What follows belongs to an exercise in optimizing a design on an open flow for small area, a short achievable clock period and few clock cycles per item; a production flow would make more cautious choices. Function was checked by simulation only, so behaviour that the tests miss may differ from the original. Power is estimated from default activity; no workload was simulated.

## run A
// tolerant_run_length_encoder_core
module tolerant_run_length_encoder_core #(
    parameter int RUN_DEPTH = 16
) (
    input  logic                          i_clk,
    input  logic                          i_rst_n,
    input  logic                          i_s_tvalid,
    output logic                          o_s_tready,
    input  logic [47:0]                   i_s_tdata,
    output logic                          o_m_tvalid,
    input  logic                          i_m_tready,
    output logic [31:0]                   o_m_tdata,
    output logic                          o_m_tlast,
    input  logic                          i_cfg_we,
    input  logic [trle_pkg::CFG_AW-1:0]   i_cfg_addr,
    input  logic [trle_pkg::CFG_DW-1:0]   i_cfg_wdata
);
    localparam int SW = trle_pkg::SAMPLE_W;
    localparam int CW = trle_pkg::COUNT_W;
    localparam int TW = trle_pkg::TIME_W;
    localparam int AW = $clog2(RUN_DEPTH);
    localparam int PW = AW + 1;
    logic [SW-1:0]   r_iv;         
    logic            r_dz;         
    logic            r_rel;        
    logic [AW-1:0]   r_limm1;      
    logic [TW-1:0]   r_alive;
    logic [SW+1:0]   r_d3;         
    logic            r_ib_v;
    logic [SW-1:0]   r_s;
    logic [TW-1:0]   r_now;
    logic [AW-1:0]   r_T;          
    logic [PW-1:0]   r_tail;       
    logic [PW-1:0]   r_commit;     
    logic [PW-1:0]   r_head;       
    logic            r_room2;      
    logic            r_room1;      
    logic [TW-1:0]   r_F;          
    logic [TW:0]     r_G;          
    logic            r_gdirty;     
    logic [CW-1:0]   r_cnt;        
    logic [SW-1:0]   r_v;          
    logic [SW-1:0]   r_lo;         
    logic [SW:0]     r_hp;
    logic [SW+1:0]   r_hpd;        
    logic [SW:0]     r_lod;        
    logic            r_fixa;       
    logic            r_fixb;       
    logic            r_bv;         
    logic            r_rcq;        
    logic            r_wen;
  ...
make LEC_CHECK=0 CAP_MARGIN=20 CORE_MARGIN=2 CORE_UTILIZATION=40 PLACE_DENSITY=0.75 SETUP_SLACK_MARGIN=3.5 SLEW_MARGIN=20 finish   # period 7.0 ns
run.sh (not shown) runs the stock make flow with config.mk's settings and CLKGATE_MAP_FILE= SYNTH_SCRIPT=/design/flow/synth_recipe.tcl, a recipe that flattens the netlist after the stock synthesis.
Testbench counts of run A, summed over its fixed seeds: cycles 14,731, words 12,800.
Changes in run B relative to run A:
- removing PLACE_DENSITY (formerly 0.75)
Run comparison: run A timing startpoint of the critical path r_rcq$_SDFF_PN0_; run B timing startpoint of the critical path i_rst_n
Summary of run B over run A: met1 wire length rose 3900 um; final hold slack fell 0.0035 ns; final weighted congestion in routability-driven placement fell 0.010; post-CTS setup buffer count rose 27.
--- input diff run B..run C ---
- CTS_CLUSTER_DIAMETER: unset -> 60
- CTS_CLUSTER_SIZE: unset -> 40
==> comparison <==
Run C: no failed stages, no open violations at the end
Going from run B to run C, setup slack +0.042 ns, global routing met1 resource utilization about even, first-iteration DRC count higher.
For run C, the highest-delay cell along the critical path was o41ai_4, unlike run B, where it was nor2_1.
Run C ended up with reg -> reg as its start-to-end type of the worst setup path; run B ended up with in -> reg.
Input changes introduced in run D (baseline for comparison: run C):
- TNS_END_PERCENT: unset -> 5
- CTS_CLUSTER_DIAMETER: 60 -> unset
- CTS_CLUSTER_SIZE: 40 -> unset
Notes after the runs:
Sort run D and run C by global-route wire length before repair, descending, and run C comes first.
Number of antenna violations at the first check in global routing (lower): run D
Of the two values seen for end point of the critical path, r_hp[14]$_SDFF_PN0_ was produced by run D and r_hp[16]$_SDFF_PN0_ by run C.
| signed area change from the synthesized netlist to the final layout | run D vs run C | 2.6 points lower |
Going from run C to run D, setup slack of the worst register-to-register path shrinks by 0.08 ns.
The following lists how run E was set up differently from run D:
- SETUP_SLACK_MARGIN changed from 3.5 to 3.75
- TNS_END_PERCENT removed (was 5)
Results
- [compare] base=run D new=run E: clock-pin slew reported for the worst setup and hold paths after clock tree synthesis was more or less identical, slew at the pin closest to its max-slew limit lost 0.012 ns, sum of buffers and inverters on the critical path fell by 2.
- Clock-buffer cell count of run E falls short of that of run D by a few percent.
- Run E — wire length of the first global-routing pass about 6% higher, run D as reference
- Status | run E and run D | clean
- Run E and run D ended up with nearly the same clock insertion delay at the later pin of the skew report.
- In the metrics for run E and run D, the one carrying the lower part of the power in the clock network is run E.
- Comparing run E and run D, global-route usage is lower on run D.
- In terms of sequential standard cell area, run D and run E differ only marginally.

==> what the ideal ports hide <==
The results above use ideal ports. As a check the final layouts listed here were re-extracted and re-timed, cells and wires unchanged. Step 1 (the two cells are an assumption about what drives the block):
set clk [get_ports {i_clk}]
set_driving_cell -lib_cell sky130_fd_sc_hd__clkbuf_16 $clk
set_driving_cell -lib_cell sky130_fd_sc_hd__buf_2 [delete_from_list [all_inputs] $clk]
Step 2 times the ports against the registers' clock, not the clock port: input delays grow and output delays shrink by t, the midpoint of the rising clock arrivals with the driver on. a / b / c = ideal ports / drivers / drivers and shift; a / b = the first two.
run	shift t [ns]	slack for setup (ns)	worst setup path after step 2
run A	0.770	3.359 / 3.359 / 2.877	input to register
run B	0.766	3.353 / 3.403 / 2.639	input to register
run C	0.747	3.396 / 3.396 / 2.747	input to register
run D	0.770	3.320 / 3.320 / 2.844	input to register
run E	0.780	3.336 / 3.336 / 2.843	input to register
After both steps setup and hold are still met in every run listed. For run B, which loses most, drivers alone change the setup slack by +0.050 ns; drivers and shift together by -0.714 ns.
